This design comes from an exercise in tuning for small area, a short achievable clock period and few clock cycles per item on the open sky130 flow, not from production work. Where RTL was checked, it was by simulation tests only, not by an equivalence proof against the original. Power and IR drop assume default switching activity.

Setup of run 1:
Design decode_pipe_top, start of the top module:
module decode_pipe_top (
    input  wire             clk,
    input  wire             reset,
    input  wire             in_valid,
    output logic            in_ready,
    input  wire [taurus_decode_pkg::xlen-1:0]  in_pc,
    input  wire [31:0]      in_inst,
    output logic            out_valid,
    input  wire             out_ready,
    output logic [taurus_decode_pkg::xlen-1:0] out_pc,
    output taurus_decode_pkg::inst_fmt_e       out_fmt,
    output logic [4:0]      out_rd,
    output logic [taurus_decode_pkg::xlen-1:0] out_imm,
    output logic [taurus_decode_pkg::xlen-1:0] out_target
);
Size in the first run: roughly 1800 cells after synthesis, roughly 220 flip-flops, roughly 13000 um^2 of cells after synthesis.
==> module target_hi_stage, before the edit <==
module target_hi_stage (
    input  wire  [63:32] in_pc,
    input  wire          inst31,
    input  wire          inc,
    input  wire          dec,
    input  wire          lui,
    output logic [63:32] out_target_hi
);
    logic [63:32] ones, zeros;    
    prefix_and #(.width(32)) u_ones (
        .a   (in_pc),
        .all (ones)
    );
    prefix_and #(.width(32)) u_zeros (
        .a   (~in_pc),
        .all (zeros)
    );
    assign out_target_hi = lui ? {32{inst31}}
                               : in_pc ^ (({32{inc}} & ones) | ({32{dec}} & zeros));
endmodule
Settings: LEC_CHECK=0, ABC_AREA=1, CAP_MARGIN=20, CORE_MARGIN=2, CORE_UTILIZATION=65, CTS_CLUSTER_DIAMETER=100, CTS_CLUSTER_SIZE=25, SETUP_SLACK_MARGIN=1.8, SLEW_MARGIN=20; clock period 5.5 ns.
standard.sh (not shown) runs the stock make flow with config.mk's settings and CLKGATE_MAP_FILE= SYNTH_SCRIPT=/design/flow/synth_recipe.tcl, a recipe that flattens the netlist after the stock synthesis.
==> flow/flow/run.sh <==
#!/bin/bash
# The standard layout (standard.sh) with four changes:
#  - the port buffers are the smallest buffer cell (buf_1), resized later as
#    timing needs;
#  - full adders are left to ABC instead of being extracted into adder cells;
#  - the upper-half and lower-half target logic are mapped on their own, so
#    that ABC keeps their depth short;
#  - the slow stacked AND/OR cells are kept out of mapping and resizing, on
#    top of the platform's own don't-use list.
# Each tool's full output is in the ORFS logs under orfs/logs; make's own
# output is in standard.log.
PLATFORM_DONT_USE="sky130_fd_sc_hd__probe_p_8 sky130_fd_sc_hd__probec_p_8 sky130_fd_sc_hd__lpflow_bleeder_1 sky130_fd_sc_hd__lpflow_clkbufkapwr_1 sky130_fd_sc_hd__lpflow_clkbufkapwr_16 sky130_fd_sc_hd__lpflow_clkbufkapwr_2 sky130_fd_sc_hd__lpflow_clkbufkapwr_4 sky130_fd_sc_hd__lpflow_clkbufkapwr_8 sky130_fd_sc_hd__lpflow_clkinvkapwr_1 sky130_fd_sc_hd__lpflow_clkinvkapwr_16 sky130_fd_sc_hd__lpflow_clkinvkapwr_2 sky130_fd_sc_hd__lpflow_clkinvkapwr_4 sky130_fd_sc_hd__lpflow_clkinvkapwr_8 sky130_fd_sc_hd__lpflow_decapkapwr_12 sky130_fd_sc_hd__lpflow_decapkapwr_3 sky130_fd_sc_hd__lpflow_decapkapwr_4 sky130_fd_sc_hd__lpflow_decapkapwr_6 sky130_fd_sc_hd__lpflow_decapkapwr_8 sky130_fd_sc_hd__lpflow_inputiso0n_1 sky130_fd_sc_hd__lpflow_inputiso0p_1 sky130_fd_sc_hd__lpflow_inputiso1n_1 sky130_fd_sc_hd__lpflow_inputiso1p_1 sky130_fd_sc_hd__lpflow_inputisolatch_1 sky130_fd_sc_hd__lpflow_isobufsrc_1 sky130_fd_sc_hd__lpflow_isobufsrc_16 sky130_fd_sc_hd__lpflow_isobufsrc_2 sky130_fd_sc_hd__lpflow_isobufsrc_4 sky130_fd_sc_hd__lpflow_isobufsrc_8 sky130_fd_sc_hd__lpflow_isobufsrckapwr_16 sky130_fd_sc_hd__lpflow_lsbuf_lh_hl_isowell_tap_1 sky130_fd_sc_hd__lpflow_lsbuf_lh_hl_isowell_tap_2 sky130_fd_sc_hd__lpflow_lsbuf_lh_hl_isowell_tap_4 sky130_fd_sc_hd__lpflow_lsbuf_lh_isowell_4 sky130_fd_sc_hd__lpflow_lsbuf_lh_isowell_tap_1 sky130_fd_sc_hd__lpflow_lsbuf_lh_isowell_tap_2 sky130_fd_sc_hd__lpflow_lsbuf_lh_isowell_tap_4"
SLOW=""
for c in a2111o a311o a32o a41o and4 and4b and4bb o2111a o311a o32a o41a or3 or3b or4 or4b or4bb maj3; do
  for n in 1 2 4; do SLOW="$SLOW sky130_fd_sc_hd__${c}_$n"; done
done
bash standard.sh BUFFER_PORTS_ARGS="-buffer_cell sky130_fd_sc_hd__buf_1" ADDER_MAP_FILE= \
  SYNTH_KEEP_MODULES="target_hi_stage target_calc_stage" finish > standard.log 2>&1
Testbench counts of run 1, summed over its fixed seeds: cycles 9,165, items 8,000.
## Diff of input files: run 2 against run 1
==> flow/design.v, changed modules only <==
module target_hi_stage (
    input  wire  [63:32] in_pc,
    input  wire          inst31,
    input  wire          inc,
    input  wire          dec,
    input  wire          lui,
    output logic [63:32] out_target_hi
);
    logic [63:32] run;    
    prefix_and #(.width(32)) u_run (
        .a   (in_pc ^ {32{dec}}),
        .all (run)
    );
    assign out_target_hi = lui ? {32{inst31}} : in_pc ^ ({32{inc || dec}} & run);
endmodule
==> run notes <==
Clock transition at the registers of the reported paths: run 1 vs run 2, no meaningful difference. Run 2 against run 1: clock distribution area overhead in the final layout flat, area after synthesis did not really move, minimum period implied by the final worst setup slack rose 71 ps, layout overhead on the synthesized area has increased, wire length lower. Run 2 against run 1; non-clock buffer count is up slightly. Looking at share of power burned in combinational logic across run 1 and run 2, the one that comes out lower is run 1. Looking at top routing layer in use, the met5 result is from run 2; the met4 one comes from run 1. Relative to run 1, met1 global-route usage decreased by 0.59 points in run 2. Run 2: all stages complete, timing, DRC and antenna checks passed. Run 2 vs run 1, transition time at the pin with the least slew margin went down by 45 ps.
Testbench counts of run 2, summed over its fixed seeds: cycles 9,165, items 8,000.

========
main:
Another version of the RTL of decode_pipe_top (not shown whole).
Size: about 1800 cells after synthesis, about 220 flip-flops, roughly 300 I/O pins, roughly 0.013 mm^2 of cells after synthesis.
==> module decode_stage, before the edit <==
module decode_stage (
    input  wire  [31:0] in_inst,
    output logic [2:0]  out_cls,
    output logic        out_use_imm    
);
    always_comb begin
        case (in_inst[6:0])
            taurus_decode_pkg::op_branch, taurus_decode_pkg::op_jal,
            taurus_decode_pkg::op_auipc, taurus_decode_pkg::op_lui: out_use_imm = 1'b1;
            default:                                                out_use_imm = 1'b0;
        endcase
    end
    always_comb begin
        case (in_inst[6:0])
            taurus_decode_pkg::op_op, taurus_decode_pkg::op_op_32:
                out_cls = taurus_decode_pkg::cls_r;
            taurus_decode_pkg::op_op_imm, taurus_decode_pkg::op_op_imm_32, taurus_decode_pkg::op_load,
            taurus_decode_pkg::op_jalr, taurus_decode_pkg::op_system:
                out_cls = taurus_decode_pkg::cls_i;
            taurus_decode_pkg::op_store:  out_cls = taurus_decode_pkg::cls_s;
            taurus_decode_pkg::op_branch: out_cls = taurus_decode_pkg::cls_b;
            taurus_decode_pkg::op_lui:    out_cls = taurus_decode_pkg::cls_lui;
            taurus_decode_pkg::op_auipc:  out_cls = taurus_decode_pkg::cls_auipc;
            taurus_decode_pkg::op_jal:    out_cls = taurus_decode_pkg::cls_j;
            default:                      out_cls = taurus_decode_pkg::cls_ill;
        endcase
    end
endmodule
==> module target_calc_stage, before the edit <==
module target_calc_stage (
    input  wire  [2:0]  in_cls,
    input  wire         in_use_imm,    
    input  wire  [31:1] in_base,
    input  wire  [31:1] in_addend,
    input  wire  [31:1] in_pc,
    input  wire         inst31,
    output logic [31:1] out_target_lo,
    output logic        out_inc,       
    output logic        out_dec,       
    output logic        out_lui        
);
    logic        use_imm;
    logic [31:1] sum;
    logic [31:2] link;
    logic        sum_carry, link_carry;
    assign use_imm = in_use_imm;
    prefix_adder #(.width(31)) u_add (
        .a    (in_base),
        .b    (in_addend),
        .sum  (sum),
        .cout (sum_carry)
    );
    assign {link_carry, link} = {1'b0, in_pc[31:2]} + 31'd1;
    assign out_target_lo = use_imm ? sum : {link, in_pc[1]};
    assign out_inc = use_imm ? sum_carry && !inst31 : link_carry;
    assign out_dec = use_imm && !sum_carry && inst31;
    assign out_lui = in_cls == taurus_decode_pkg::cls_lui;
endmodule
==> module decode_pipe_top, before the edit <==
module decode_pipe_top (
    input  wire             clk,
    input  wire             reset,
    input  wire             in_valid,
    output logic            in_ready,
    input  wire [taurus_decode_pkg::xlen-1:0]  in_pc,
    input  wire [31:0]      in_inst,
    output logic            out_valid,
    input  wire             out_ready,
    output logic [taurus_decode_pkg::xlen-1:0] out_pc,
    output taurus_decode_pkg::inst_fmt_e       out_fmt,
    output logic [4:0]      out_rd,
    output logic [taurus_decode_pkg::xlen-1:0] out_imm,
    output logic [taurus_decode_pkg::xlen-1:0] out_target
);
    logic [2:0]  in_cls, s_cls, q_cls;
    logic        in_use_imm, s_use_imm;
    logic [63:0] s_pc;
    logic [31:7] s_inst, q_inst;
    logic [31:1] s_tlo, q_tlo;
    logic        s_inc, s_dec, s_lui, q_inc, q_dec, q_lui;
    logic [2:0]  s_op;      
    logic [2:0]  s_sel;
    logic [31:1] s_base, s_addend;
    decode_stage u_decode (
        .in_inst (in_inst),
        .out_cls     (in_cls),
        .out_use_imm (in_use_imm)
    );
    target_sel_stage u_target_sel (
        .op5     (s_op[2]),
        .op3     (s_op[1]),
        .op2     (s_op[0]),
        .out_sel (s_sel)
    );
    target_operand_stage u_operand (
        .in_sel     (s_sel),
        .in_pc      (s_pc[31:1]),
        .inst       (s_inst),
        .out_base   (s_base),
        .out_addend (s_addend)
    );
    target_calc_stage u_target_calc (
        .in_cls        (s_cls),
        .in_use_imm    (s_use_imm),
        .in_base       (s_base),
        .in_addend     (s_addend),
        .in_pc         (s_pc[31:1]),
        .inst31        (s_inst[31]),
        .out_target_lo (s_tlo),
        .out_inc       (s_inc),
        .out_dec       (s_dec),
        .out_lui       (s_lui)
    );
    common_bypass_buffer #(
        .width      (taurus_decode_pkg::entry_w),
        .main_width (taurus_decode_pkg::record_w)
    ) u_buffer (
        .clk        (clk),
        .reset      (reset),
        .prev_data  ({in_pc, in_inst[31:7], in_cls, in_use_imm, in_inst[5], in_inst[3:2]}),
        .prev_valid (in_valid),
        .prev_ready (in_ready),
        .sel_data   ({s_pc, s_inst, s_cls, s_use_imm, s_op}),
        .main_data  ({s_pc, s_inst, s_cls, s_tlo, s_inc, s_dec, s_lui}),
        .next_data  ({out_pc, q_inst, q_cls, q_tlo, q_inc, q_dec, q_lui}),
        .next_valid (out_valid),
        .next_ready (out_ready)
    );
    imm_gen_stage u_imm_gen (
        .in_cls  (q_cls),
        .inst    (q_inst),
        .out_fmt (out_fmt),
        .out_rd  (out_rd),
        .out_imm (out_imm)
    );
    target_hi_stage u_target_hi (
        .in_pc         (out_pc[63:32]),
        .inst31        (q_inst[31]),
        .inc           (q_inc),
        .dec           (q_dec),
        .lui           (q_lui),
        .out_target_hi (out_target[63:32])
    );
    assign out_target[31:1] = q_tlo;
    assign out_target[0]    = out_pc[0] && !q_lui;
endmodule
clock: 5.5 ns
lec_check: 0
abc_area: 1
cap_margin: 20
core_margin: 2
core_utilization: 65
cts_cluster_diameter: 100
cts_cluster_size: 25
setup_slack_margin: 1.8
slew_margin: 20
==> flow/flow/run.sh <==
#!/bin/bash
# The standard layout (standard.sh) with four changes:
#  - the port buffers are the smallest buffer cell (buf_1), resized later as
#    timing needs;
#  - full adders are left to ABC instead of being extracted into adder cells;
#  - the upper-half and lower-half target logic are mapped on their own, so
#    that ABC keeps their depth short;
#  - the slow stacked AND/OR cells are kept out of mapping and resizing, on
#    top of the platform's own don't-use list.
# Each tool's full output is in the ORFS logs under orfs/logs; make's own
# output is in standard.log.
PLATFORM_DONT_USE="sky130_fd_sc_hd__probe_p_8 sky130_fd_sc_hd__probec_p_8 sky130_fd_sc_hd__lpflow_bleeder_1 sky130_fd_sc_hd__lpflow_clkbufkapwr_1 sky130_fd_sc_hd__lpflow_clkbufkapwr_16 sky130_fd_sc_hd__lpflow_clkbufkapwr_2 sky130_fd_sc_hd__lpflow_clkbufkapwr_4 sky130_fd_sc_hd__lpflow_clkbufkapwr_8 sky130_fd_sc_hd__lpflow_clkinvkapwr_1 sky130_fd_sc_hd__lpflow_clkinvkapwr_16 sky130_fd_sc_hd__lpflow_clkinvkapwr_2 sky130_fd_sc_hd__lpflow_clkinvkapwr_4 sky130_fd_sc_hd__lpflow_clkinvkapwr_8 sky130_fd_sc_hd__lpflow_decapkapwr_12 sky130_fd_sc_hd__lpflow_decapkapwr_3 sky130_fd_sc_hd__lpflow_decapkapwr_4 sky130_fd_sc_hd__lpflow_decapkapwr_6 sky130_fd_sc_hd__lpflow_decapkapwr_8 sky130_fd_sc_hd__lpflow_inputiso0n_1 sky130_fd_sc_hd__lpflow_inputiso0p_1 sky130_fd_sc_hd__lpflow_inputiso1n_1 sky130_fd_sc_hd__lpflow_inputiso1p_1 sky130_fd_sc_hd__lpflow_inputisolatch_1 sky130_fd_sc_hd__lpflow_isobufsrc_1 sky130_fd_sc_hd__lpflow_isobufsrc_16 sky130_fd_sc_hd__lpflow_isobufsrc_2 sky130_fd_sc_hd__lpflow_isobufsrc_4 sky130_fd_sc_hd__lpflow_isobufsrc_8 sky130_fd_sc_hd__lpflow_isobufsrckapwr_16 sky130_fd_sc_hd__lpflow_lsbuf_lh_hl_isowell_tap_1 sky130_fd_sc_hd__lpflow_lsbuf_lh_hl_isowell_tap_2 sky130_fd_sc_hd__lpflow_lsbuf_lh_hl_isowell_tap_4 sky130_fd_sc_hd__lpflow_lsbuf_lh_isowell_4 sky130_fd_sc_hd__lpflow_lsbuf_lh_isowell_tap_1 sky130_fd_sc_hd__lpflow_lsbuf_lh_isowell_tap_2 sky130_fd_sc_hd__lpflow_lsbuf_lh_isowell_tap_4"
SLOW=""
for c in a2111o a311o a32o a41o and4 and4b and4bb o2111a o311a o32a o41a or3 or3b or4 or4b or4bb maj3; do
  for n in 1 2 4; do SLOW="$SLOW sky130_fd_sc_hd__${c}_$n"; done
done
bash standard.sh BUFFER_PORTS_ARGS="-buffer_cell sky130_fd_sc_hd__buf_1" ADDER_MAP_FILE= \
  DONT_USE_CELLS="$PLATFORM_DONT_USE$SLOW" SYNTH_KEEP_MODULES="target_hi_stage target_calc_stage" finish > standard.log 2>&1
Here is what was changed in the inputs of the feature branch compared with main.
--- a/flow/design.v
+++ b/flow/design.v
@@ -31,6 +31,6 @@
     localparam logic [2:0] cls_ill   = 3'd6;
     localparam logic [2:0] cls_auipc = 3'd7;
-    localparam int entry_w = xlen + 25 + 3 + 1 + 3;
-    localparam int record_w = entry_w - 4 + 31 + 3;
+    localparam int entry_w = xlen + 25 + 3 + 3;
+    localparam int record_w = entry_w - 3 + 31 + 3;
     function automatic integer ceil_log2(input integer n);
         integer r, i;
@@ -96,16 +96,8 @@
 module decode_stage (
     input  wire  [31:0] in_inst,
-    output logic [2:0]  out_cls,
-    output logic        out_use_imm    
+    output logic [2:0]  out_cls
 );
     always_comb begin
         case (in_inst[6:0])
-            taurus_decode_pkg::op_branch, taurus_decode_pkg::op_jal,
-            taurus_decode_pkg::op_auipc, taurus_decode_pkg::op_lui: out_use_imm = 1'b1;
-            default:                                                out_use_imm = 1'b0;
-        endcase
-    end
-    always_comb begin
-        case (in_inst[6:0])
             taurus_decode_pkg::op_op, taurus_decode_pkg::op_op_32:
                 out_cls = taurus_decode_pkg::cls_r;
@@ -191,5 +183,4 @@
 module target_calc_stage (
     input  wire  [2:0]  in_cls,
-    input  wire         in_use_imm,    
     input  wire  [31:1] in_base,
     input  wire  [31:1] in_addend,
@@ -205,5 +196,6 @@
     logic [31:2] link;
     logic        sum_carry, link_carry;
-    assign use_imm = in_use_imm;
+    assign use_imm = in_cls == taurus_decode_pkg::cls_b || in_cls == taurus_decode_pkg::cls_j
+                  || in_cls == taurus_decode_pkg::cls_auipc || in_cls == taurus_decode_pkg::cls_lui;
     prefix_adder #(.width(31)) u_add (
         .a    (in_base),
@@ -226,15 +218,10 @@
     output logic [63:32] out_target_hi
 );
-    logic [63:32] ones, zeros;    
-    prefix_and #(.width(32)) u_ones (
-        .a   (in_pc),
-        .all (ones)
-    );
-    prefix_and #(.width(32)) u_zeros (
-        .a   (~in_pc),
-        .all (zeros)
+    logic [63:32] run;    
+    prefix_and #(.width(32)) u_run (
+        .a   (in_pc ^ {32{dec}}),
+        .all (run)
     );
-    assign out_target_hi = lui ? {32{inst31}}
-                               : in_pc ^ (({32{inc}} & ones) | ({32{dec}} & zeros));
+    assign out_target_hi = lui ? {32{inst31}} : in_pc ^ ({32{inc || dec}} & run);
 endmodule
 module prefix_and #(
@@ -319,5 +306,4 @@
 );
     logic [2:0]  in_cls, s_cls, q_cls;
-    logic        in_use_imm, s_use_imm;
     logic [63:0] s_pc;
     logic [31:7] s_inst, q_inst;
@@ -329,6 +315,5 @@
     decode_stage u_decode (
         .in_inst (in_inst),
-        .out_cls     (in_cls),
-        .out_use_imm (in_use_imm)
+        .out_cls (in_cls)
     );
     target_sel_stage u_target_sel (
@@ -347,5 +332,4 @@
     target_calc_stage u_target_calc (
         .in_cls        (s_cls),
-        .in_use_imm    (s_use_imm),
         .in_base       (s_base),
         .in_addend     (s_addend),
@@ -363,8 +347,8 @@
         .clk        (clk),
         .reset      (reset),
-        .prev_data  ({in_pc, in_inst[31:7], in_cls, in_use_imm, in_inst[5], in_inst[3:2]}),
+        .prev_data  ({in_pc, in_inst[31:7], in_cls, in_inst[5], in_inst[3:2]}),
         .prev_valid (in_valid),
         .prev_ready (in_ready),
-        .sel_data   ({s_pc, s_inst, s_cls, s_use_imm, s_op}),
+        .sel_data   ({s_pc, s_inst, s_cls, s_op}),
         .main_data  ({s_pc, s_inst, s_cls, s_tlo, s_inc, s_dec, s_lui}),
         .next_data  ({out_pc, q_inst, q_cls, q_tlo, q_inc, q_dec, q_lui}),
## What came out
- Against main, gate count of the mapped netlist in the feature branch fell by a few percent.
- [compare] base=main new=the feature branch: share of power burned in combinational logic higher; post-synthesis sequential area ratio roughly the same.
- On die area, the feature branch tracks main almost exactly.
- Lower number of sinks on the clock net was reported by the feature branch, not main.
- In the flow results for main and the feature branch, the worst setup slack is smaller on the feature branch.
Testbench counts of the feature branch, summed over its fixed seeds: cycles 9,165, items 8,000.
Only the layout flow was run in main; the RTL was not checked for function there.

==> port drivers added, routing unchanged <==
No port has a modelled driver above. Below, the same layouts with a new extraction and two added sets of constraints. Step 1, drivers: a clkbuf_16 drives clk and a buf_2 each remaining input, both assumed. Step 2 adds t to the input delays and takes it off the output delays; t is the mean of the earliest and latest rising clock arrival at the registers after step 1. Input paths then give back, and output paths get back, about the clock's delay inside the block. Three values: ideal ports, drivers, drivers and shift; two values: the first two.
| run | t, ns | setup slack, ns | hold WS [ns] | worst setup path at the end | clock arrival spread, ns |
|---|---|---|---|---|---|
| run 1 | 0.528 | 2.007 / 1.958 / 1.604 | 0.456 / 0.456 / 0.456 | input to register | 0.027 / 0.027 |
| run 2 | 0.515 | 1.937 / 1.888 / 1.556 | 0.455 / 0.455 / 0.455 | input to register | 0.018 / 0.018 |
| main | 0.512 | 1.998 / 1.954 / 1.663 | 0.460 / 0.460 / 0.460 | input to register | 0.017 / 0.017 |
| the feature branch | 0.512 | 1.861 / 1.815 / 1.594 | 0.459 / 0.459 / 0.459 | input to register | 0.017 / 0.017 |
After both steps setup and hold are still met in every run listed. For run 1, which loses most, drivers alone change the setup slack by -0.049 ns; drivers and shift together by -0.403 ns.
